What follows belongs to an exercise in optimizing a design on an open flow for small area and a short achievable clock period; a production flow would make more cautious choices. Function was not checked in any run shown here: the RTL went through the layout flow alone.

===== flow/flow/downsize.tcl =====
# Before floorplanning: give every combinational cell the smallest drive strength of its
# function; the timing repair later upsizes only the cells that need it.
set n 0
foreach inst [get_cells *] {
  set m [get_property $inst ref_name]
  if { ![regexp {^(sky130_fd_sc_hd__[a-z0-9]+)_([0-9]+)$} $m -> base sz] } { continue }
  if { [regexp {df|dl|sdf|edf|conb|fa$|ha$|tap|fill|decap|clkbuf|buf$|bufbuf|dly|clkinv} $base] } { continue }
  set best $m
  set best_area [get_property [get_lib_cells */$m] area]
  foreach alt [get_lib_cells */${base}_*] {
    set an [get_name $alt]
    if { ![regexp "^${base}_\[0-9\]+\$" $an] } { continue }
    if { [get_property $alt dont_use] } { continue }
    set a [get_property $alt area]
    if { $a < $best_area } { set best $an; set best_area $a }
  }
  if { $best ne $m } {
    replace_cell $inst $best
    incr n
  }
}
puts "downsize.tcl: resized $n instances to their smallest drive"

===== flow/config.mk =====
export PLATFORM = sky130hd
export DESIGN_NAME = diffeq_fu_core
export DESIGN_NICKNAME = diffeq_fu_core
export VERILOG_FILES = /design/flow/design.v
export SDC_FILE = /design/flow/constraint.sdc
export NUM_CORES = 4
export LEC_CHECK = 0
export CAP_MARGIN = 20
export CORE_MARGIN = 2
export CORE_UTILIZATION = 40
export SETUP_SLACK_MARGIN = 1.6
export SLEW_MARGIN = 20
export SYNTH_HIERARCHICAL = 1
export SYNTH_MINIMUM_KEEP_SIZE = 0

===== flow/design.v =====
package diffeq_pkg;
    localparam int unsigned DEFAULT_WIDTH = 16;
    localparam logic MODE_ADD = 1'b0;
    localparam logic MODE_SUB = 1'b1;
endpackage
module diffeq_fa (
    input  logic a, b, c,
    output logic s, co
);
    assign s  = a ^ b ^ c;
    assign co = (a & b) | (a & c) | (b & c);
endmodule
module diffeq_ha (
    input  logic a, b,
    output logic s, co
);
    assign s  = a ^ b;
    assign co = a & b;
endmodule
module diffeq_xnor (
    input  logic a, b,
    output logic y
);
    assign y = ~(a ^ b);
endmodule
module diffeq_bsel (
    input  logic one, two, neg, a1, a0,
    output logic pp
);
    assign pp = ((one & a1) | (two & a0)) ^ neg;
endmodule
module multiplier
#(
    parameter int unsigned IN_WIDTH = diffeq_pkg::DEFAULT_WIDTH
) (
    input  logic signed [IN_WIDTH-1:0] in1,
    input  logic signed [IN_WIDTH-1:0] in2,
    output logic signed [IN_WIDTH-1:0] out,
    output logic                       ovf
);
    logic [15:0] a, b;
    logic [16:0] x, y, p;
    logic [16:1] ta, tb;
    logic        fits17;
    logic [7:0]  one, two, neg;
    logic [16:-1] be;
    logic [17:-1] ae;
    logic [16:0] pp0;
    logic [14:0] pp1;
    logic [12:0] pp2;
    logic [10:0] pp3;
    logic [8:0] pp4;
    logic [6:0] pp5;
    logic [4:0] pp6;
    logic [2:0] pp7;
    logic s0;
    logic c0;
    logic s1;
    logic c1;
    logic s2;
    logic c2;
    logic s3;
    logic c3;
    logic s4;
    logic c4;
    logic s5;
    logic c5;
    logic s6;
    logic c6;
    logic s7;
    logic c7;
    logic s8;
    logic c8;
    logic s9;
    logic c9;
    logic s10;
    logic c10;
    logic s11;
    logic c11;
    logic s12;
    logic c12;
    logic s13;
    logic c13;
    logic s14;
    logic c14;
    logic s15;
    logic c15;
    logic s16;
    logic c16;
    logic s17;
    logic c17;
    logic s18;
    logic c18;
    logic s19;
    logic c19;
    logic s20;
    logic c20;
    logic s21;
    logic c21;
    logic s22;
    logic c22;
    logic s23;
    logic c23;
    logic s24;
    logic c24;
    logic s25;
    logic c25;
    logic s26;
    logic c26;
    logic s27;
    logic c27;
    logic s28;
    logic c28;
    logic s29;
    logic c29;
    logic s30;
    logic c30;
    logic s31;
    logic c31;
    logic s32;
    logic c32;
    logic s33;
    logic c33;
    logic s34;
    logic c34;
    logic s35;
    logic c35;
    logic s36;
    logic c36;
    logic s37;
    logic c37;
    logic s38;
    logic c38;
    logic s39;
    logic c39;
    logic s40;
    logic c40;
    logic s41;
    logic c41;
    logic s42;
    logic c42;
    logic s43;
    logic c43;
    logic s44;
    logic c44;
    logic s45;
    logic c45;
    logic s46;
    logic c46;
    logic s47;
    logic c47;
    logic s48;
    logic c48;
    logic s49;
    logic c49;
    logic s50;
    logic c50;
    logic s51;
    logic c51;
    logic s52;
    logic c52;
    logic s53;
    logic c53;
    logic s54;
    logic c54;
    logic s55;
    logic c55;
    logic s56;
    logic c56;
    logic s57;
    logic c57;
    logic s58;
    logic c58;
    logic s59;
    logic c59;
    logic s60;
    logic c60;
    logic s61;
    logic c61;
    logic s62;
    logic c62;
    assign a = in1;
    assign b = in2;
    assign be = {b[15], b, 1'b0};
    assign ae = {a[15], a[15], a, 1'b0};
    genvar i, j;
    for (i = 0; i < 8; i++) begin : g_booth
        assign one[i] = be[2*i] ^ be[2*i-1];
        assign two[i] = (be[2*i+1] & ~be[2*i] & ~be[2*i-1]) | (~be[2*i+1] & be[2*i] & be[2*i-1]);
        assign neg[i] = be[2*i+1];
    end
    for (j = 0; j < 17; j++) begin : g_row0
        diffeq_bsel u_sel (.one(one[0]), .two(two[0]), .neg(~neg[0]), .a1(ae[j]), .a0(ae[j-1]), .pp(pp0[j]));
    end
    for (j = 0; j < 15; j++) begin : g_row1
        diffeq_bsel u_sel (.one(one[1]), .two(two[1]), .neg(~neg[1]), .a1(ae[j]), .a0(ae[j-1]), .pp(pp1[j]));
    end
    for (j = 0; j < 13; j++) begin : g_row2
        diffeq_bsel u_sel (.one(one[2]), .two(two[2]), .neg(~neg[2]), .a1(ae[j]), .a0(ae[j-1]), .pp(pp2[j]));
    end
    for (j = 0; j < 11; j++) begin : g_row3
        diffeq_bsel u_sel (.one(one[3]), .two(two[3]), .neg(~neg[3]), .a1(ae[j]), .a0(ae[j-1]), .pp(pp3[j]));
    end
    for (j = 0; j < 9; j++) begin : g_row4
        diffeq_bsel u_sel (.one(one[4]), .two(two[4]), .neg(~neg[4]), .a1(ae[j]), .a0(ae[j-1]), .pp(pp4[j]));
    end
    for (j = 0; j < 7; j++) begin : g_row5
        diffeq_bsel u_sel (.one(one[5]), .two(two[5]), .neg(~neg[5]), .a1(ae[j]), .a0(ae[j-1]), .pp(pp5[j]));
    end
    for (j = 0; j < 5; j++) begin : g_row6
        diffeq_bsel u_sel (.one(one[6]), .two(two[6]), .neg(~neg[6]), .a1(ae[j]), .a0(ae[j-1]), .pp(pp6[j]));
    end
    for (j = 0; j < 3; j++) begin : g_row7
        diffeq_bsel u_sel (.one(one[7]), .two(two[7]), .neg(~neg[7]), .a1(ae[j]), .a0(ae[j-1]), .pp(pp7[j]));
    end
    diffeq_xnor u_hx1 (.a(~neg[5]), .b(pp0[10]), .y(s0));
    assign c0 = ~neg[5] | pp0[10];
    diffeq_xnor u_hx2 (.a(pp0[11]), .b(pp1[9]), .y(s1));
    assign c1 = pp0[11] | pp1[9];
    diffeq_fa u_fa3 (.a(~neg[6]), .b(pp0[12]), .c(pp1[10]), .s(s2), .co(c2));
    diffeq_xnor u_hx4 (.a(pp2[8]), .b(pp3[6]), .y(s3));
    assign c3 = pp2[8] | pp3[6];
    diffeq_fa u_fa5 (.a(pp0[13]), .b(pp1[11]), .c(pp2[9]), .s(s4), .co(c4));
    diffeq_xnor u_hx6 (.a(pp3[7]), .b(pp4[5]), .y(s5));
    assign c5 = pp3[7] | pp4[5];
    diffeq_fa u_fa7 (.a(~neg[7]), .b(pp0[14]), .c(pp1[12]), .s(s6), .co(c6));
    diffeq_fa u_fa8 (.a(pp2[10]), .b(pp3[8]), .c(pp4[6]), .s(s7), .co(c7));
    diffeq_xnor u_hx9 (.a(pp5[4]), .b(pp6[2]), .y(s8));
    assign c8 = pp5[4] | pp6[2];
    diffeq_fa u_fa10 (.a(pp0[15]), .b(pp1[13]), .c(pp2[11]), .s(s9), .co(c9));
    diffeq_fa u_fa11 (.a(pp3[9]), .b(pp4[7]), .c(pp5[5]), .s(s10), .co(c10));
    diffeq_xnor u_hx12 (.a(pp6[3]), .b(pp7[1]), .y(s11));
    assign c11 = pp6[3] | pp7[1];
    diffeq_fa u_fa13 (.a(pp0[16]), .b(pp1[14]), .c(pp2[12]), .s(s12), .co(c12));
    diffeq_fa u_fa14 (.a(pp3[10]), .b(pp4[8]), .c(pp5[6]), .s(s13), .co(c13));
    diffeq_xnor u_hx15 (.a(pp6[4]), .b(pp7[2]), .y(s14));
    assign c14 = pp6[4] | pp7[2];
    diffeq_xnor u_hx16 (.a(~neg[3]), .b(pp0[6]), .y(s15));
    assign c15 = ~neg[3] | pp0[6];
    diffeq_xnor u_hx17 (.a(pp0[7]), .b(pp1[5]), .y(s16));
    assign c16 = pp0[7] | pp1[5];
    diffeq_fa u_fa18 (.a(~neg[4]), .b(pp0[8]), .c(pp1[6]), .s(s17), .co(c17));
    diffeq_xnor u_hx19 (.a(pp2[4]), .b(pp3[2]), .y(s18));
    assign c18 = pp2[4] | pp3[2];
    diffeq_fa u_fa20 (.a(pp0[9]), .b(pp1[7]), .c(pp2[5]), .s(s19), .co(c19));
    diffeq_xnor u_hx21 (.a(pp3[3]), .b(pp4[1]), .y(s20));
    assign c20 = pp3[3] | pp4[1];
    diffeq_fa u_fa22 (.a(pp1[8]), .b(pp2[6]), .c(pp3[4]), .s(s21), .co(c21));
    diffeq_fa u_fa23 (.a(pp4[2]), .b(pp5[0]), .c(s0), .s(s22), .co(c22));
    diffeq_fa u_fa24 (.a(pp2[7]), .b(pp3[5]), .c(pp4[3]), .s(s23), .co(c23));
    diffeq_fa u_fa25 (.a(pp5[1]), .b(c0), .c(s1), .s(s24), .co(c24));
    diffeq_fa u_fa26 (.a(pp4[4]), .b(pp5[2]), .c(pp6[0]), .s(s25), .co(c25));
    diffeq_fa u_fa27 (.a(c1), .b(s3), .c(s2), .s(s26), .co(c26));
    diffeq_fa u_fa28 (.a(pp5[3]), .b(pp6[1]), .c(c3), .s(s27), .co(c27));
    diffeq_fa u_fa29 (.a(s5), .b(c2), .c(s4), .s(s28), .co(c28));
    diffeq_fa u_fa30 (.a(pp7[0]), .b(c5), .c(s8), .s(s29), .co(c29));
    diffeq_fa u_fa31 (.a(c4), .b(s6), .c(s7), .s(s30), .co(c30));
    diffeq_fa u_fa32 (.a(c8), .b(s11), .c(c6), .s(s31), .co(c31));
    diffeq_fa u_fa33 (.a(c7), .b(s9), .c(s10), .s(s32), .co(c32));
    diffeq_fa u_fa34 (.a(c11), .b(s14), .c(c9), .s(s33), .co(c33));
    diffeq_fa u_fa35 (.a(c10), .b(s12), .c(s13), .s(s34), .co(c34));
    diffeq_xnor u_hx36 (.a(~neg[2]), .b(pp0[4]), .y(s35));
    assign c35 = ~neg[2] | pp0[4];
    diffeq_xnor u_hx37 (.a(pp0[5]), .b(pp1[3]), .y(s36));
    assign c36 = pp0[5] | pp1[3];
    diffeq_fa u_fa38 (.a(pp1[4]), .b(pp2[2]), .c(pp3[0]), .s(s37), .co(c37));
    diffeq_fa u_fa39 (.a(pp2[3]), .b(pp3[1]), .c(c15), .s(s38), .co(c38));
    diffeq_fa u_fa40 (.a(pp4[0]), .b(c16), .c(s18), .s(s39), .co(c39));
    diffeq_fa u_fa41 (.a(c18), .b(s20), .c(c17), .s(s40), .co(c40));
    diffeq_fa u_fa42 (.a(c20), .b(c19), .c(s21), .s(s41), .co(c41));
    diffeq_fa u_fa43 (.a(c21), .b(s23), .c(c22), .s(s42), .co(c42));
    diffeq_fa u_fa44 (.a(c23), .b(s25), .c(c24), .s(s43), .co(c43));
    diffeq_fa u_fa45 (.a(c25), .b(s27), .c(c26), .s(s44), .co(c44));
    diffeq_fa u_fa46 (.a(c27), .b(s29), .c(c28), .s(s45), .co(c45));
    diffeq_fa u_fa47 (.a(c29), .b(c30), .c(s31), .s(s46), .co(c46));
    diffeq_fa u_fa48 (.a(c31), .b(c32), .c(s33), .s(s47), .co(c47));
    diffeq_xnor u_hx49 (.a(~neg[1]), .b(pp0[2]), .y(s48));
    assign c48 = ~neg[1] | pp0[2];
    diffeq_xnor u_hx50 (.a(pp0[3]), .b(pp1[1]), .y(s49));
    assign c49 = pp0[3] | pp1[1];
    diffeq_fa u_fa51 (.a(pp1[2]), .b(pp2[0]), .c(s35), .s(s50), .co(c50));
    diffeq_fa u_fa52 (.a(pp2[1]), .b(c35), .c(s36), .s(s51), .co(c51));
    diffeq_fa u_fa53 (.a(c36), .b(s15), .c(s37), .s(s52), .co(c52));
    diffeq_fa u_fa54 (.a(s16), .b(c37), .c(s38), .s(s53), .co(c53));
    diffeq_fa u_fa55 (.a(s17), .b(c38), .c(s39), .s(s54), .co(c54));
    diffeq_fa u_fa56 (.a(s19), .b(c39), .c(s40), .s(s55), .co(c55));
    diffeq_fa u_fa57 (.a(s22), .b(c40), .c(s41), .s(s56), .co(c56));
    diffeq_fa u_fa58 (.a(s24), .b(c41), .c(s42), .s(s57), .co(c57));
    diffeq_fa u_fa59 (.a(s26), .b(c42), .c(s43), .s(s58), .co(c58));
    diffeq_fa u_fa60 (.a(s28), .b(c43), .c(s44), .s(s59), .co(c59));
    diffeq_fa u_fa61 (.a(s30), .b(c44), .c(s45), .s(s60), .co(c60));
    diffeq_fa u_fa62 (.a(s32), .b(c45), .c(s46), .s(s61), .co(c61));
    diffeq_fa u_fa63 (.a(s34), .b(c46), .c(s47), .s(s62), .co(c62));
    assign x = {c61, c60, c59, c58, c57, c56, c55, c54, c53, c52, c51, c50, c49, c48, s48, pp0[1], ~neg[0]};
    assign y = {s62, s61, s60, s59, s58, s57, s56, s55, s54, s53, s52, s51, s50, s49, pp1[0], 1'b1, pp0[0]};
    assign p = ~(x + y + 17'd1);
    assign out = p[15:0];
    assign ta[16] = 1'b1;
    assign tb[16] = 1'b1;
    genvar k;
    for (k = 1; k < 16; k++) begin : g_fit
        assign ta[k] = ta[k+1] & (a[k-1] == a[15]);
        assign tb[k] = tb[k+1] & (b[k-1] == b[15]);
    end
    assign fits17 = ta[2] | tb[2] | (ta[3] & tb[15]) | (ta[4] & tb[14]) | (ta[5] & tb[13]) | (ta[6] & tb[12]) | (ta[7] & tb[11]) | (ta[8] & tb[10]) | (ta[9] & tb[9]) | (ta[10] & tb[8]) | (ta[11] & tb[7]) | (ta[12] & tb[6]) | (ta[13] & tb[5]) | (ta[14] & tb[4]) | (ta[15] & tb[3]);
    assign ovf = !fits17 || (p[16] != p[15]);
endmodule
module adder_subtractor
#(
    parameter int unsigned WIDTH = diffeq_pkg::DEFAULT_WIDTH
) (
    input  logic signed [WIDTH-1:0] in1,
    input  logic signed [WIDTH-1:0] in2,
    input  logic                    mode,
    output logic signed [WIDTH-1:0] out,
    output logic                    ovf
);
    localparam int unsigned H = WIDTH / 2;
    logic             sub;
    logic [WIDTH-1:0] a, b;
    logic [H:0]       cl;
    logic [WIDTH-1:H] s0, s1;
    logic [WIDTH:H]   c0, c1;
    assign sub = (mode == diffeq_pkg::MODE_SUB);
    assign a   = in1;
    assign b   = in2 ^ {WIDTH{sub}};
    assign cl[0] = sub;
    for (genvar i = 0; i < H; i++) begin : g_lo
        diffeq_fa u_fa (.a(a[i]), .b(b[i]), .c(cl[i]), .s(out[i]), .co(cl[i+1]));
    end
    assign c0[H] = 1'b0;
    assign c1[H] = 1'b1;
    for (genvar i = H; i < WIDTH; i++) begin : g_hi
        if (i == H) begin : g_first
            diffeq_ha   u_h0 (.a(a[i]), .b(b[i]), .s(s0[i]), .co(c0[i+1]));
            diffeq_xnor u_h1 (.a(a[i]), .b(b[i]), .y(s1[i]));
            assign c1[i+1] = a[i] | b[i];
        end else begin : g_rest
            diffeq_fa u_f0 (.a(a[i]), .b(b[i]), .c(c0[i]), .s(s0[i]), .co(c0[i+1]));
            diffeq_fa u_f1 (.a(a[i]), .b(b[i]), .c(c1[i]), .s(s1[i]), .co(c1[i+1]));
        end
    end
    assign out[WIDTH-1:H] = cl[H] ? s1 : s0;
    assign ovf = (a[WIDTH-1] == b[WIDTH-1]) && (out[WIDTH-1] != a[WIDTH-1]);
endmodule
module diffeq_fu_core
#(
    parameter int unsigned WIDTH = diffeq_pkg::DEFAULT_WIDTH
) (
    input  logic                    clk,
    input  logic                    reset,
    input  logic                    en,
    input  logic signed [WIDTH-1:0] v1,
    input  logic signed [WIDTH-1:0] v2,
    input  logic signed [WIDTH-1:0] v3,
    input  logic signed [WIDTH-1:0] v4,
    input  logic signed [WIDTH-1:0] v5,
    input  logic signed [WIDTH-1:0] v6,
    input  logic                    mode,
    output logic signed [WIDTH-1:0] w1,
    output logic signed [WIDTH-1:0] w2,
    output logic signed [WIDTH-1:0] w3,
    output logic signed [WIDTH-1:0] r1,
    output logic signed [WIDTH-1:0] r2,
    output logic signed [WIDTH-1:0] r3,
    output logic                    ovf1,
    output logic                    ovf2,
    output logic                    ovf3,
    output logic                    valid
);
    logic m1_ovf, m2_ovf, a1_ovf;
    logic signed [WIDTH-1:0] r1_d, r1_q;
    logic signed [WIDTH-1:0] r2_d, r2_q;
    logic signed [WIDTH-1:0] r3_d, r3_q;
    logic                    ovf1_d, ovf1_q;
    logic                    ovf2_d, ovf2_q;
    logic                    ovf3_d, ovf3_q;
    logic                    valid_d, valid_q;
    multiplier #(.IN_WIDTH(WIDTH)) u_m1 (
        .in1 (v1),
        .in2 (v2),
        .out (w1),
        .ovf (m1_ovf)
    );
    multiplier #(.IN_WIDTH(WIDTH)) u_m2 (
        .in1 (v3),
        .in2 (v4),
        .out (w2),
        .ovf (m2_ovf)
    );
    adder_subtractor #(.WIDTH(WIDTH)) u_a1 (
        .in1  (v5),
        .in2  (v6),
        .mode (mode),
        .out  (w3),
        .ovf  (a1_ovf)
    );
    always_comb begin
        r1_d    = r1_q;
        r2_d    = r2_q;
        r3_d    = r3_q;
        ovf1_d  = ovf1_q;
        ovf2_d  = ovf2_q;
        ovf3_d  = ovf3_q;
        valid_d = 1'b0;
        if (en) begin
            r1_d    = w1;
            r2_d    = w2;
            r3_d    = w3;
            ovf1_d  = m1_ovf;
            ovf2_d  = m2_ovf;
            ovf3_d  = a1_ovf;
            valid_d = 1'b1;
        end
    end
    always_ff @(posedge clk or posedge reset) begin
        if (reset) begin
            r1_q    <= '0;
            r2_q    <= '0;
            r3_q    <= '0;
            ovf1_q  <= 1'b0;
            ovf2_q  <= 1'b0;
            ovf3_q  <= 1'b0;
            valid_q <= 1'b0;
        end else begin
            r1_q    <= r1_d;
            r2_q    <= r2_d;
            r3_q    <= r3_d;
            ovf1_q  <= ovf1_d;
            ovf2_q  <= ovf2_d;
            ovf3_q  <= ovf3_d;
            valid_q <= valid_d;
        end
    end
    assign r1    = r1_q;
    assign r2    = r2_q;
    assign r3    = r3_q;
    assign ovf1  = ovf1_q;
    assign ovf2  = ovf2_q;
    assign ovf3  = ovf3_q;
    assign valid = valid_q;
endmodule

===== flow/flow/run.sh =====
#!/bin/bash
# The standard layout (standard.sh) with two changes:
#  - the port buffers are the smallest buffer cell, sky130_fd_sc_hd__buf_1;
#  - before floorplanning, flow/downsize.tcl gives each combinational cell its smallest
#    drive strength, so that timing repair upsizes only the cells that need it.
export BUFFER_PORTS_ARGS="-buffer_cell sky130_fd_sc_hd__buf_1"
export PRE_FLOORPLAN_TCL="$PWD/flow/downsize.tcl"
bash standard.sh > standard_run.log 2>&1

===== flow/standard.sh =====
#!/bin/bash
# synth_recipe.tcl (not shown) runs the flow's synth.tcl, then flattens the netlist and writes it again
# the make line also repeats each setting of config.mk as NAME=value (left out here)
make -C /OpenROAD-flow-scripts/flow DESIGN_CONFIG=/design/flow/config.mk WORK_HOME=/design/flow/orfs CLKGATE_MAP_FILE= SYNTH_SCRIPT=/design/flow/synth_recipe.tcl "${@:-finish}"

===== flow/constraint.sdc =====
create_clock -name core_clock -period 10.0 [get_ports {clk}]
set_input_delay 2.0000 -clock core_clock [delete_from_list [all_inputs] [get_ports {clk}]]
set_output_delay 2.0000 -clock core_clock [all_outputs]
set_load 0.01 [all_outputs]

==> impl_metrics.py, run 1 <==
metrics = {
    "route": {
        "wl_um": 30110,
        "initialDrtViolationCount": 583,
        "ant_nets": 0,
        "detailroute.via_count": 9190,
        "drt_drc_violations_left": 0,
        "drtPass1Iterations": 5,
        "per_cell_via_count_in_the_routed_design": 5.593,
        "wl_per_cell_um": 18.33,
    },
    "floorplan": {
        "fp-row-count": 59,
        "die_h_um": 166.4,
        "die_x_um": 166.4,
        "start_util_pct": 40.62,
        "core-area_um2": 25980,
        "design.portCount": 200,
        "die_area_um2": 27700,
    },
    "worst_setup_path": {
        "worst_setup_path_end_kind": "output pin",
        "timing.reg2reg.setup_slack_ns": 9.20,
        "crit_arrival_ns": 6.24,
        "crit_path_max_incr_delay_ns": 0.53,
        "crit-reg2reg-capture": "r2_q[15]$_DFFE_PP0P_",
        "critical_path.cell_chain": "buf_1 -> buf_12 -> xor2_1 -> fa_1 -> fa_2 -> fa_2 -> fa_2 -> fa_1 -> fa_1 -> fa_1 -> fa_2 -> mux2_2 -> buf_1",
        "setup.worst_path.start_class": "input pin",
        "critical-path-slowest-cell": "sky130_fd_sc_hd__fa_2",
        "worst-endpoint-required_ns": 8.00,
        "critical_path_class": "in -> out",
        "crit_path_max_delay_family": "adder cells",
        "path_buf_inv": 3,
        "r2r_worst_path_depth": 1,
        "reg_to_reg_critical_path_startpoint": "r2_q[15]$_DFFE_PP0P_",
        "timing.critical_path.fanout_max": 17,
    },
    "finish": {
        "finish.utilization_pct": 47.04,
        "design.final.nets": 1561,
        "drive_above_1_share_pct": 9.181,
    },
    "clock_tree": {
        "cts-root-buf": "sky130_fd_sc_hd__clkbuf_16",
        "cts-buffers-inserted": 5,
        "clk_pin_slew_worst_paths_ns": 0.07,
        "clock-sinks": 52,
        "cts_tree": "built",
        "insertion_delay_to_the_later_sink_of_the_worst_skew_pair_ns": 0.30,
        "cts-root-to-sink-buffers": 2,
        "clock_h_tree_levels": 2,
    },
    "timing": {
        "rsz0062_at_grt": "yes",
        "final-hold-violation-count": 0,
        "timing.max_slew.rel_slack_pct": 32.41,
        "finalWorstPathRequiredPeriod_ns": 8.244,
        "clock_skew_ns": 0,
        "min_period_over_period_pct": 82.44,
        "finalSetupViolCount": 0,
        "max_freq_ghz": 0.1213,
        "finalHoldWorstSlack_ns": 0.4852,
        "pin_slew_with_the_least_headroom_to_its_limit_ns": 1.014,
        "post-route-worst-setup-slack_ns": 1.756,
        "final-max-slew-violation-count": 0,
        "finalSetupTns_ns": 0,
    },
    "placement": {
        "dp.final_hpwl_um": 23670,
        "buffer_ports.inserted": 199,
        "preCtsSetupSlack_ns": 1.193,
        "gp_congestion": 0.9003,
    },
    "flow_run": {
        "max_cap_violations": 0,
    },
    "worst_hold_path": {
        "hold_path_startpoint": "r3_q[10]$_DFFE_PP0P_",
        "timing.hold.worst_endpoint": "r3_q[10]$_DFFE_PP0P_",
        "worst_hold_path.num_cells": 1,
        "min-delay-path-class": "reg -> reg",
    },
    "status": {
        "outcome": "timing/DRC/antenna clean",
    },
    "logic_synthesis": {
        "synthesis.instances": 1077,
        "yosys_warnings": 7,
    },
    "global_routing": {
        "grt_antenna_before_repair": 0,
        "maximum_number_of_pins_on_one_net_before_global_route_repair": 53,
        "grt-ovfl-total": 0,
        "grt.total_usage_pct": 21.27,
        "grt_first_pass_wirelength_um": 47930,
        "first_global_vias": 8895,
    },
}
## worst max-delay path by stage
stage                     startpoint  endpoint  slack, ns  depth (start not counted)
after global routing           v4[6]    w2[12]       1.56                         15
final                           mode    w3[14]       1.76                         13
after CTS                      v4[5]    w2[12]       1.61                         15
after global placement         v2[5]    w1[12]       1.22                         17
after detailed placement       v4[7]    w2[12]       1.19                         17
after floorplan                v2[5]    w1[12]       1.85                         16
## state kept, by name (all words and copies together), names as in the netlist
name / cells
ovf2_q: 1
r1_q: 16
r3_q: 16
valid_q: 1
r2_q: 16
ovf1_q: 1
ovf3_q: 1
## layout make-up
| type | count | area, µm² |
|---|---|---|
| tap | 335 | 419.2 |
| multi-input combinational | 982 | 9159 |
| clock inverter | 3 | 46.29 |
| inverter | 36 | 161.4 |
| sequential | 52 | 1301 |
| timing repair buffer | 229 | 1010 |
| fill | 2538 | 13760 |
| antenna | 1 | 2.502 |
| clock buffer | 5 | 125.1 |
## metal layers
layer	global-route usage, %	wire, µm	up-vias
met1	27.91	13090	4511
li1	-	-	4360
met2	36.88	14860	275
met4	6.372	752	0
met3	2.519	1409	44
met5	0	0	-
## timing repair
item	CTS	global route
endpoints found under the hold margin	0	0
pin swaps	0	2
hold buffers	0	0
gates resized for setup	27	42
setup endpoints to repair	22	17
setup buffers	6	5
## cell usage in the layout, fill, tap and decap left out, types with 34 or more instances in the layout
cell type                 instances
sky130_fd_sc_hd__ha_1            37
sky130_fd_sc_hd__xnor2_1        203
sky130_fd_sc_hd__mux2_1          50
sky130_fd_sc_hd__nor2_1          34
sky130_fd_sc_hd__xor2_1          48
sky130_fd_sc_hd__a21oi_1         40
sky130_fd_sc_hd__a22oi_1        160
sky130_fd_sc_hd__buf_1          183
sky130_fd_sc_hd__fa_1           114
sky130_fd_sc_hd__dfrtp_1         52
## through the flow
stage,instance area (µm²),cells
6_report,12220,1643
3_3_place_gp,11730,1623
5_1_grt,12220,1642
3_5_place_dp,11730,1623
2_1_floorplan,10610,1091
4_1_cts,12030,1637
==> run 2: changes to the inputs <==
--- a/flow/config.mk
+++ b/flow/config.mk
@@ -6,9 +6,9 @@
 export NUM_CORES = 4
 export LEC_CHECK = 0
-export CAP_MARGIN = 20
+export CAP_MARGIN = 0
 export CORE_MARGIN = 2
 export CORE_UTILIZATION = 40
-export SETUP_SLACK_MARGIN = 1.6
-export SLEW_MARGIN = 20
+export SETUP_SLACK_MARGIN = 1.8
+export SLEW_MARGIN = 0
 export SYNTH_HIERARCHICAL = 1
 export SYNTH_MINIMUM_KEEP_SIZE = 0
==> run 2 against run 1 <==
Effect of this change: still clean; sequential share of layout area decreased by 0.34 points; worst setup slack improved by 0.18 ns; fmax is 2.3% higher; via count increased by 1.6%; utilization rose by 1.6 points; final cell count grew 1.8%; synthesized cell count unchanged; non-clock buffer count grew 29; final area is 3.3% higher; count of clock-buffer cells in the layout stayed put; die area did not move.
==> impl_metrics.py, run 2 <==
metrics = {
    "global_routing": {
        "maximum_number_of_pins_on_one_net_before_global_route_repair": 53,
        "first_global_vias": 8933,
        "grt.total_usage_pct": 21.33,
        "grt-ovfl-total": 0,
        "grt_antenna_before_repair": 0,
        "grt_first_pass_wirelength_um": 48080,
    },
    "worst_setup_path": {
        "timing.critical_path.fanout_max": 8,
        "worst-endpoint-required_ns": 8.00,
        "r2r_worst_path_depth": 1,
        "crit-reg2reg-capture": "r2_q[15]$_DFFE_PP0P_",
        "crit_arrival_ns": 6.06,
        "reg_to_reg_critical_path_startpoint": "r2_q[15]$_DFFE_PP0P_",
        "critical_path.cell_chain": "clkbuf_2 -> nand2b_1 -> o21ai_4 -> buf_4 -> a22oi_1 -> xnor2_1 -> fa_1 -> fa_1 -> fa_1 -> fa_1 -> ha_1 -> nand3b_1 -> o211ai_1 -> clkbuf_2",
        "critPathMostFrequentCell": "sky130_fd_sc_hd__fa_1",
        "worst_setup_path_startpoint": "v2[4]",
        "critical-path-slowest-cell": "sky130_fd_sc_hd__fa_1",
        "crit_path_max_incr_delay_ns": 0.54,
        "critical_path_class": "in -> out",
        "setup.worst_path.start_class": "input pin",
        "worst_setup_path_end_kind": "output pin",
        "timing.reg2reg.setup_slack_ns": 9.20,
    },
    "finish": {
        "design.final.nets": 1590,
        "largestRegisters": "r1_q x16, r2_q x16, r3_q x16",
        "final_cell_mix": "200 x sky130_fd_sc_hd__xnor2_1, 162 x sky130_fd_sc_hd__buf_1, 158 x sky130_fd_sc_hd__a22oi_1",
        "finalNonFillerCells": 1672,
        "fillCellCount": 2495,
        "final_area_um2": 12630,
        "drive_above_1_share_pct": 14.15,
        "layout.cells.most_common": "sky130_fd_sc_hd__xnor2_1",
    },
    "clock_tree": {
        "insertion_delay_to_the_later_sink_of_the_worst_skew_pair_ns": 0.31,
        "cts-root-buf": "sky130_fd_sc_hd__clkbuf_16",
        "hold_buffer_count_at_cts": 0,
        "cts-root-to-sink-buffers": 2,
        "clock_h_tree_levels": 2,
        "clk_pin_slew_worst_paths_ns": 0.07,
        "cts_tree": "built",
        "clock-sinks": 52,
        "cts-buffers-inserted": 5,
    },
    "logic_synthesis": {
        "yosys_warnings": 7,
        "synthesis.instances": 1077,
    },
    "route": {
        "per_cell_via_count_in_the_routed_design": 5.583,
        "drt_drc_violations_left": 0,
        "drtPass1Iterations": 5,
        "detailroute.via_count": 9334,
        "initialDrtViolationCount": 547,
        "wl_um": 30510,
        "wl_per_cell_um": 18.24,
        "ant_nets": 0,
    },
    "floorplan": {
        "die_x_um": 166.4,
        "die_h_um": 166.4,
        "die_area_um2": 27700,
        "start_util_pct": 40.62,
        "fp-row-count": 59,
        "design.portCount": 200,
        "core-area_um2": 25980,
    },
    "timing": {
        "timing.max_slew.rel_slack_pct": 42.16,
        "rsz0062_at_grt": "yes",
        "finalSetupViolCount": 0,
        "pin_slew_with_the_least_headroom_to_its_limit_ns": 0.8676,
        "max_freq_ghz": 0.1240,
        "finalSetupTns_ns": 0,
        "min_period_over_period_pct": 80.61,
        "finalWorstPathRequiredPeriod_ns": 8.061,
        "final-hold-violation-count": 0,
        "finalHoldWorstSlack_ns": 0.4848,
        "clock_skew_ns": 0,
        "final-max-slew-violation-count": 0,
    },
    "placement": {
        "dp.final_hpwl_um": 23670,
        "buffer_ports.inserted": 199,
        "placement.cell_area_um2": 11730,
        "dp.cells": 1623,
        "gp_congestion": 0.9003,
    },
    "status": {
        "outcome": "timing/DRC/antenna clean",
    },
    "worst_hold_path": {
        "timing.hold.worst_endpoint": "r3_q[5]$_DFFE_PP0P_",
        "min-delay-path-class": "reg -> reg",
        "worst_hold_path.num_cells": 1,
        "hold_path_startpoint": "r3_q[5]$_DFFE_PP0P_",
    },
    "flow_run": {
        "max_cap_violations": 0,
    },
}
-- run 2: cell types whose count changed in the layout (fill, tap and decap cells not counted), moves of 6 or more --
| cell | before | now |
|---|---|---|
| sky130_fd_sc_hd__buf_4 | 29 | 55 |
| sky130_fd_sc_hd__buf_1 | 183 | 162 |
| sky130_fd_sc_hd__clkbuf_2 | 12 | 25 |
| sky130_fd_sc_hd__clkbuf_4 | 0 | 6 |
-- run 2: metrics by stage --
stage	worst slack (ns)	utilization, %
3_3_place_gp	1.218	45.12
5_1_grt	1.720	48.61
2_1_floorplan	1.848	-
4_1_cts	1.680	46.72
6_report	1.939	48.62
3_5_place_dp	1.142	45.12
-- run 2: what timing repair did --
action                                 4_1_cts  5_1_grt
pin swaps                                    2       20
buffers inserted                             7       33
endpoints found under the hold margin        0        0
resized for setup                           53       78
setup endpoints to repair                   22       18
-- run 2: critical path, delay by kind of cell --
family	cells	cell delay (ns)
xor gates and xnor gates	1	0.28
AOI/OAI and AO/OA	3	0.61
and+or+nand+nor	2	0.40
adders and majority gates	5	2.22
buffers and inverters	3	0.55
-- run 2: worst max path at each step --
stage                   to  slack [ns]  cells past startpoint
finish              w1[15]        1.94                     14
global route        w1[15]        1.72                     14
CTS                 w1[15]        1.68                     16
detailed placement  w1[15]        1.14                     16
global placement    w1[12]        1.22                     17
floorplan           w1[12]        1.85                     16
-- run 2: routing by layer --
metal	track usage, %	wire length [µm]	vias to the layer above
met1	27.87	13220	4571
met5	0	0	-
li1	-	-	4415
met2	37.46	15120	297
met4	5.735	782	0
met3	2.519	1376	51
-- run 2: layout make-up --
cell class              instances  area [µm²]  share of cell area, %
flip-flops and latches         52        1301                  10.30
inverters                      36       165.2                  1.307
diodes                          1       2.502                0.01981
clock inverters                 3       46.29                 0.3664
clock buffers                   5       125.1                 0.9904
repair buffers                258        1292                  10.23
multi-input cells             982        9281                  73.47
well taps                     335       419.2                  3.318
==> run 3: changes to the inputs <==
--- a/flow/design.v
+++ b/flow/design.v
@@ -316,21 +316,21 @@
     output logic                    ovf
 );
-    localparam int unsigned H = WIDTH / 2;
+    localparam int unsigned B1 = 6;
+    localparam int unsigned B2 = 11;
     logic             sub;
     logic [WIDTH-1:0] a, b;
-    logic [H:0]       cl;
-    logic [WIDTH-1:H] s0, s1;
-    logic [WIDTH:H]   c0, c1;
+    logic [B1:0]      cl;
+    logic [WIDTH-1:B1] s0, s1;
+    logic [WIDTH:B1]   c0, c1;
+    logic             cm;
     assign sub = (mode == diffeq_pkg::MODE_SUB);
     assign a   = in1;
     assign b   = in2 ^ {WIDTH{sub}};
     assign cl[0] = sub;
-    for (genvar i = 0; i < H; i++) begin : g_lo
+    for (genvar i = 0; i < B1; i++) begin : g_lo
         diffeq_fa u_fa (.a(a[i]), .b(b[i]), .c(cl[i]), .s(out[i]), .co(cl[i+1]));
     end
-    assign c0[H] = 1'b0;
-    assign c1[H] = 1'b1;
-    for (genvar i = H; i < WIDTH; i++) begin : g_hi
-        if (i == H) begin : g_first
+    for (genvar i = B1; i < WIDTH; i++) begin : g_hi
+        if (i == B1 || i == B2) begin : g_first
             diffeq_ha   u_h0 (.a(a[i]), .b(b[i]), .s(s0[i]), .co(c0[i+1]));
             diffeq_xnor u_h1 (.a(a[i]), .b(b[i]), .y(s1[i]));
@@ -341,5 +341,9 @@
         end
     end
-    assign out[WIDTH-1:H] = cl[H] ? s1 : s0;
+    assign c0[B1] = 1'b0;
+    assign c1[B1] = 1'b1;
+    assign cm            = cl[B1] ? c1[B2] : c0[B2];
+    assign out[B2-1:B1]  = cl[B1] ? s1[B2-1:B1] : s0[B2-1:B1];
+    assign out[WIDTH-1:B2] = cm ? s1[WIDTH-1:B2] : s0[WIDTH-1:B2];
     assign ovf = (a[WIDTH-1] == b[WIDTH-1]) && (out[WIDTH-1] != a[WIDTH-1]);
 endmodule
--- a/flow/config.mk
+++ b/flow/config.mk
@@ -6,9 +6,9 @@
 export NUM_CORES = 4
 export LEC_CHECK = 0
-export CAP_MARGIN = 0
+export CAP_MARGIN = 20
 export CORE_MARGIN = 2
 export CORE_UTILIZATION = 40
-export SETUP_SLACK_MARGIN = 1.8
-export SLEW_MARGIN = 0
+export SETUP_SLACK_MARGIN = 1.6
+export SLEW_MARGIN = 20
 export SYNTH_HIERARCHICAL = 1
 export SYNTH_MINIMUM_KEEP_SIZE = 0
==> run 3 against run 2 <==
Effect of this change: final cell count down 0.42%; count of clock-buffer cells in the layout unchanged; routed wire length about the same; worst setup slack worse by 0.16 ns; die area up 0.48%; global-route usage down 0.068 points; synthesized cell count up 0.56%.
==> impl_metrics.py, run 3 <==
metrics = {
    "placement": {
        "gp_congestion": 0.8471,
        "placement.cell_area_um2": 11870,
        "buffer_ports.inserted": 199,
        "dp.final_hpwl_um": 23630,
    },
    "route": {
        "ant_nets": 0,
        "per_cell_via_count_in_the_routed_design": 5.568,
        "drt_drc_violations_left": 0,
        "initialDrtViolationCount": 671,
        "wl_per_cell_um": 18.30,
        "detailroute.via_count": 9270,
        "wl_um": 30480,
        "drtPass1Iterations": 6,
    },
    "finish": {
        "layout.cells.most_common": "sky130_fd_sc_hd__xnor2_1",
        "largestRegisters": "r1_q x16, r2_q x16, r3_q x16",
        "final_area_um2": 12430,
        "antenna_cells_inserted": 0,
        "drive_above_1_share_pct": 10.53,
        "design.final.nets": 1585,
        "final_cell_mix": "206 x sky130_fd_sc_hd__xnor2_1, 182 x sky130_fd_sc_hd__buf_1, 160 x sky130_fd_sc_hd__a22oi_1",
    },
    "worst_hold_path": {
        "min-delay-path-class": "reg -> reg",
        "worst_hold_path.num_cells": 1,
    },
    "timing": {
        "rsz0062_at_grt": "yes",
        "finalWorstPathRequiredPeriod_ns": 8.222,
        "final-hold-violation-count": 0,
        "final-max-slew-violation-count": 0,
        "timing.max_slew.rel_slack_pct": 37.57,
        "finalSetupViolCount": 0,
        "finalSetupTns_ns": 0,
        "min_period_over_period_pct": 82.22,
        "pin_slew_with_the_least_headroom_to_its_limit_ns": 0.9364,
        "clock_skew_ns": 0,
        "max_freq_ghz": 0.1216,
    },
    "floorplan": {
        "start_util_pct": 40.71,
        "die_x_um": 166.8,
        "die_h_um": 166.8,
        "design.portCount": 200,
        "core-area_um2": 26060,
        "fp-row-count": 59,
        "die_area_um2": 27840,
    },
    "worst_setup_path": {
        "critical_path.cell_chain": "buf_1 -> a22oi_1 -> xnor2_1 -> fa_1 -> fa_1 -> ha_1 -> or4_1 -> o2111ai_1 -> a21oi_1 -> nand2b_1 -> a21o_1 -> a21oi_1 -> xor2_1 -> buf_1",
        "crit_arrival_ns": 6.22,
        "number_of_logic_stages_on_the_critical_path_including_buffering": 14,
        "r2r_worst_path_depth": 1,
        "critical-path-slowest-cell": "sky130_fd_sc_hd__buf_1",
        "crit_path_max_incr_delay_ns": 0.65,
        "timing.critical_path.fanout_max": 16,
        "setup.worst_path.start_class": "input pin",
        "path_buf_inv": 2,
        "critical_path_class": "in -> out",
        "worst_setup_path_end_kind": "output pin",
        "worst-endpoint-required_ns": 8.00,
        "crit_path_max_delay_family": "adder cells",
    },
    "clock_tree": {
        "cts-root-buf": "sky130_fd_sc_hd__clkbuf_16",
        "cts-root-to-sink-buffers": 2,
        "clock_h_tree_levels": 2,
        "cts-buffers-inserted": 5,
        "clk_pin_slew_worst_paths_ns": 0.07,
        "insertion_delay_to_the_later_sink_of_the_worst_skew_pair_ns": 0.29,
        "clock-sinks": 52,
        "hold_buffer_count_at_cts": 0,
        "cts_tree": "built",
    },
    "global_routing": {
        "maximum_number_of_pins_on_one_net_before_global_route_repair": 53,
        "grt_antenna_before_repair": 1,
        "grt.total_usage_pct": 21.26,
        "first_global_vias": 9145,
        "grt_first_pass_wirelength_um": 48880,
        "grt-ovfl-total": 0,
    },
    "flow_run": {
        "max_cap_violations": 0,
    },
    "status": {
        "outcome": "timing/DRC/antenna clean",
    },
    "logic_synthesis": {
        "synthesis.instances": 1083,
        "yosys_warnings": 7,
    },
}
run 3: final timing paths:
check	start	to	slack (ns)
hold reg to reg	r3_q[7]$_DFFE_PP0P_	r3_q[7]$_DFFE_PP0P_	0.48
max in group asynchronous	reset	r2_q[15]$_DFFE_PP0P_	7.63
hold / removal	r3_q[7]$_DFFE_PP0P_	r3_q[7]$_DFFE_PP0P_	0.48
setup reg to reg	r3_q[9]$_DFFE_PP0P_	r3_q[9]$_DFFE_PP0P_	9.20
min in group asynchronous	reset	r1_q[7]$_DFFE_PP0P_	1.87
setup / recovery	v3[0]	w2[12]	1.78
run 3: layout make-up:
type,instances,area (µm²)
clock buffer,5,125.1
clock inverter,3,42.54
fill,2549,13630
inverter,35,157.7
multi-input combinational,989,9211
sequential,52,1301
tap,335,419.2
timing repair buffer,246,1172
run 3: stage by stage:
step                      hold slack [ns]  worst slack (ns)  util (%)  cells
after global routing               0.4956             1.571     47.70   1665
after global placement             0.4667             1.374     45.56   1640
final                              0.4823             1.778     47.70   1665
after detailed placement           0.4728             1.288     45.56   1640
after floorplan                    0.5288             1.848         -   1097
after CTS                          0.4894             1.592     46.73   1655
run 3: metal layers:
metal	global-route usage, %	part of all wire, %
met5	0	0
met4	3.073	0.79
met3	1.711	5.3
met2	36.36	49
met1	30.07	45
run 3: what timing repair did:
| item | 4_1_cts | 5_1_grt |
|---|---|---|
| gates resized for setup | 23 | 49 |
| pin swaps | 0 | 9 |
| setup buffers | 7 | 9 |
| gates cloned | 0 | 1 |
| setup endpoints to repair | 7 | 9 |
==> run 4: changes to the inputs <==
--- a/flow/config.mk
+++ b/flow/config.mk
@@ -9,5 +9,5 @@
 export CORE_MARGIN = 2
 export CORE_UTILIZATION = 40
-export SETUP_SLACK_MARGIN = 1.6
+export SETUP_SLACK_MARGIN = 2.0
 export SLEW_MARGIN = 20
 export SYNTH_HIERARCHICAL = 1
==> run 4 against run 3 <==
Effect of this change: via count rose by 6.3%; clock skew did not move; sequential cell count did not move; register-to-register slack got worse by 0.02 ns; critical path depth rose by 4; global-route usage rose by 0.91 points; critical endpoint is now w1[15].
==> impl_metrics.py, run 4 <==
metrics = {
    "status": {
        "outcome": "timing/DRC/antenna clean",
    },
    "route": {
        "drtPass1Iterations": 5,
        "per_cell_via_count_in_the_routed_design": 5.674,
        "wl_per_cell_um": 18.97,
        "drt_drc_violations_left": 0,
        "wl_um": 32950,
        "detailroute.via_count": 9855,
        "initialDrtViolationCount": 705,
        "ant_nets": 0,
    },
    "finish": {
        "largestRegisters": "r1_q x16, r2_q x16, r3_q x16",
        "drive_above_1_share_pct": 24.34,
        "layout.cells.most_common": "sky130_fd_sc_hd__xnor2_1",
        "design.final.nets": 1656,
        "final_cell_mix": "198 x sky130_fd_sc_hd__xnor2_1, 151 x sky130_fd_sc_hd__buf_1, 144 x sky130_fd_sc_hd__a22oi_1",
    },
    "logic_synthesis": {
        "yosys_warnings": 7,
        "synthesis.instances": 1083,
    },
    "floorplan": {
        "core-area_um2": 26060,
        "die_x_um": 166.8,
        "die_h_um": 166.8,
        "design.portCount": 200,
        "fp-row-count": 59,
        "start_util_pct": 40.71,
        "die_area_um2": 27840,
    },
    "timing": {
        "final-hold-violation-count": 0,
        "max_freq_ghz": 0.1259,
        "timing.max_slew.rel_slack_pct": 44.22,
        "min_period_over_period_pct": 79.41,
        "post-route-worst-setup-slack_ns": 2.059,
        "pin_slew_with_the_least_headroom_to_its_limit_ns": 0.8367,
        "rsz0062_at_grt": "yes",
        "finalSetupViolCount": 0,
        "final-max-slew-violation-count": 0,
        "finalSetupTns_ns": 0,
        "clock_skew_ns": 0,
        "finalWorstPathRequiredPeriod_ns": 7.941,
    },
    "worst_setup_path": {
        "reg_to_reg_critical_path_startpoint": "r1_q[15]$_DFFE_PP0P_",
        "path_buf_inv": 4,
        "critical-path-slowest-cell": "sky130_fd_sc_hd__fa_1",
        "crit-reg2reg-capture": "r1_q[15]$_DFFE_PP0P_",
        "critical_path_class": "in -> out",
        "crit_path_max_delay_family": "adder cells",
        "worst-endpoint-required_ns": 8.00,
        "crit_path_max_incr_delay_ns": 0.51,
        "setup.worst_path.start_class": "input pin",
        "timing.reg2reg.setup_slack_ns": 9.18,
        "timing.critical_path.fanout_max": 8,
        "worst_setup_path_end_kind": "output pin",
        "r2r_worst_path_depth": 1,
        "worst_setup_path_startpoint": "v2[3]",
        "critPathMostFrequentCell": "sky130_fd_sc_hd__fa_1",
        "crit_arrival_ns": 5.94,
        "critical_path.cell_chain": "buf_8 -> clkinvlp_4 -> nand3_2 -> o21ai_4 -> buf_4 -> a22oi_2 -> xnor2_2 -> fa_1 -> fa_1 -> fa_1 -> fa_1 -> ha_4 -> o21ai_1 -> a21oi_1 -> nor3_2 -> a21oi_1 -> o211ai_1 -> buf_2",
    },
    "clock_tree": {
        "cts-buffers-inserted": 5,
        "cts_tree": "built",
        "insertion_delay_to_the_later_sink_of_the_worst_skew_pair_ns": 0.29,
        "clock-sinks": 52,
        "clock_h_tree_levels": 2,
        "cts-root-buf": "sky130_fd_sc_hd__clkbuf_16",
        "cts-root-to-sink-buffers": 2,
        "clk_pin_slew_worst_paths_ns": 0.07,
    },
    "global_routing": {
        "grt_antenna_before_repair": 1,
        "maximum_number_of_pins_on_one_net_before_global_route_repair": 53,
        "grt.total_usage_pct": 22.17,
        "first_global_vias": 9495,
        "grt-ovfl-total": 0,
        "grt_first_pass_wirelength_um": 50590,
    },
    "worst_hold_path": {
        "timing.hold.worst_endpoint": "r2_q[5]$_DFFE_PP0P_",
        "min-delay-path-class": "reg -> reg",
        "worst_hold_path.num_cells": 1,
        "hold_path_startpoint": "r2_q[5]$_DFFE_PP0P_",
    },
    "placement": {
        "preCtsSetupSlack_ns": 0.8725,
        "dp.final_hpwl_um": 23830,
        "buffer_ports.inserted": 199,
        "gp_congestion": 0.8579,
    },
    "flow_run": {
        "max_cap_violations": 0,
    },
}
[run 4: how the worst max path moves through the flow]
stage / end / slack [ns] / cells after the start
floorplan: w1[15] / 2.02 / 15
global placement: w1[12] / 1.06 / 17
detailed placement: w1[12] / 0.87 / 17
CTS: w1[12] / 1.97 / 19
global route: w2[14] / 1.95 / 17
finish: w1[15] / 2.06 / 18
[run 4: per-stage QoR]
stage	utilization, %	hold slack (ns)	instances	cell area [µm²]
floorplan	-	0.5288	1097	10690
global placement	45.52	0.4654	1635	11860
detailed placement	45.52	0.4728	1635	11860
CTS	49.09	0.4889	1676	12790
global route	53.44	0.5012	1736	13920
finish	53.45	0.4839	1737	13930
[run 4: area by class of cell]
type,instances,area (µm²)
tap,335,419.2
timing repair buffer,315,1933
fill,2387,12130
sequential,52,1301
clock buffer,5,125.1
inverter,35,176.4
multi-input combinational,991,9927
antenna,1,2.502
clock inverter,3,42.54
[run 4: repair_timing]
item,in CTS,in global routing
cloned,2,4
hold buffers,0,0
resized for setup,113,169
setup endpoints to repair,20,15
pin swaps,22,93
setup buffers,31,56
[run 4: layer usage]
metal	routed length, µm	track usage, %	share of wire, %
met1	14080	30.38	43
met3	1890	2.471	5.7
met4	738	6.522	2.2
met5	0	0	0
met2	16240	36.98	49

## what the ideal ports hide
In the flow no input, the clock included, has a driving cell. The finished layouts below were timed again as built, in two steps. Step 1, drivers: a clkbuf_16 drives clk and a buf_2 each remaining input, both assumed. Step 2 also shifts input and output timing later by t, the mid clock arrival at the registers, as if the neighbouring blocks saw the same clock. Three values: ideal, step 1, step 2; two values: the first two.
| run | t (ns) | setup WS [ns] | worst hold slack (ns) | slew at the worst register clock pin (ns) | cell pins on the clock port's net |
|---|---|---|---|---|---|
| run 1 | 0.343 | 1.756 / 1.729 / 1.729 | 0.485 / 0.485 / 0.485 | 0.08 / 0.08 | 1 |
| run 2 | 0.346 | 1.939 / 1.912 / 1.912 | 0.485 / 0.485 / 0.485 | 0.08 / 0.08 | 1 |
| run 3 | 0.334 | 1.778 / 1.751 / 1.751 | 0.482 / 0.482 / 0.482 | 0.08 / 0.08 | 1 |
| run 4 | 0.337 | 2.059 / 2.004 / 2.004 | 0.484 / 0.484 / 0.484 | 0.08 / 0.08 | 1 |
After both steps every run listed still meets setup and hold. The setup slack of run 4, which loses most, moves by -0.055 ns with the drivers and by -0.055 ns with both steps.
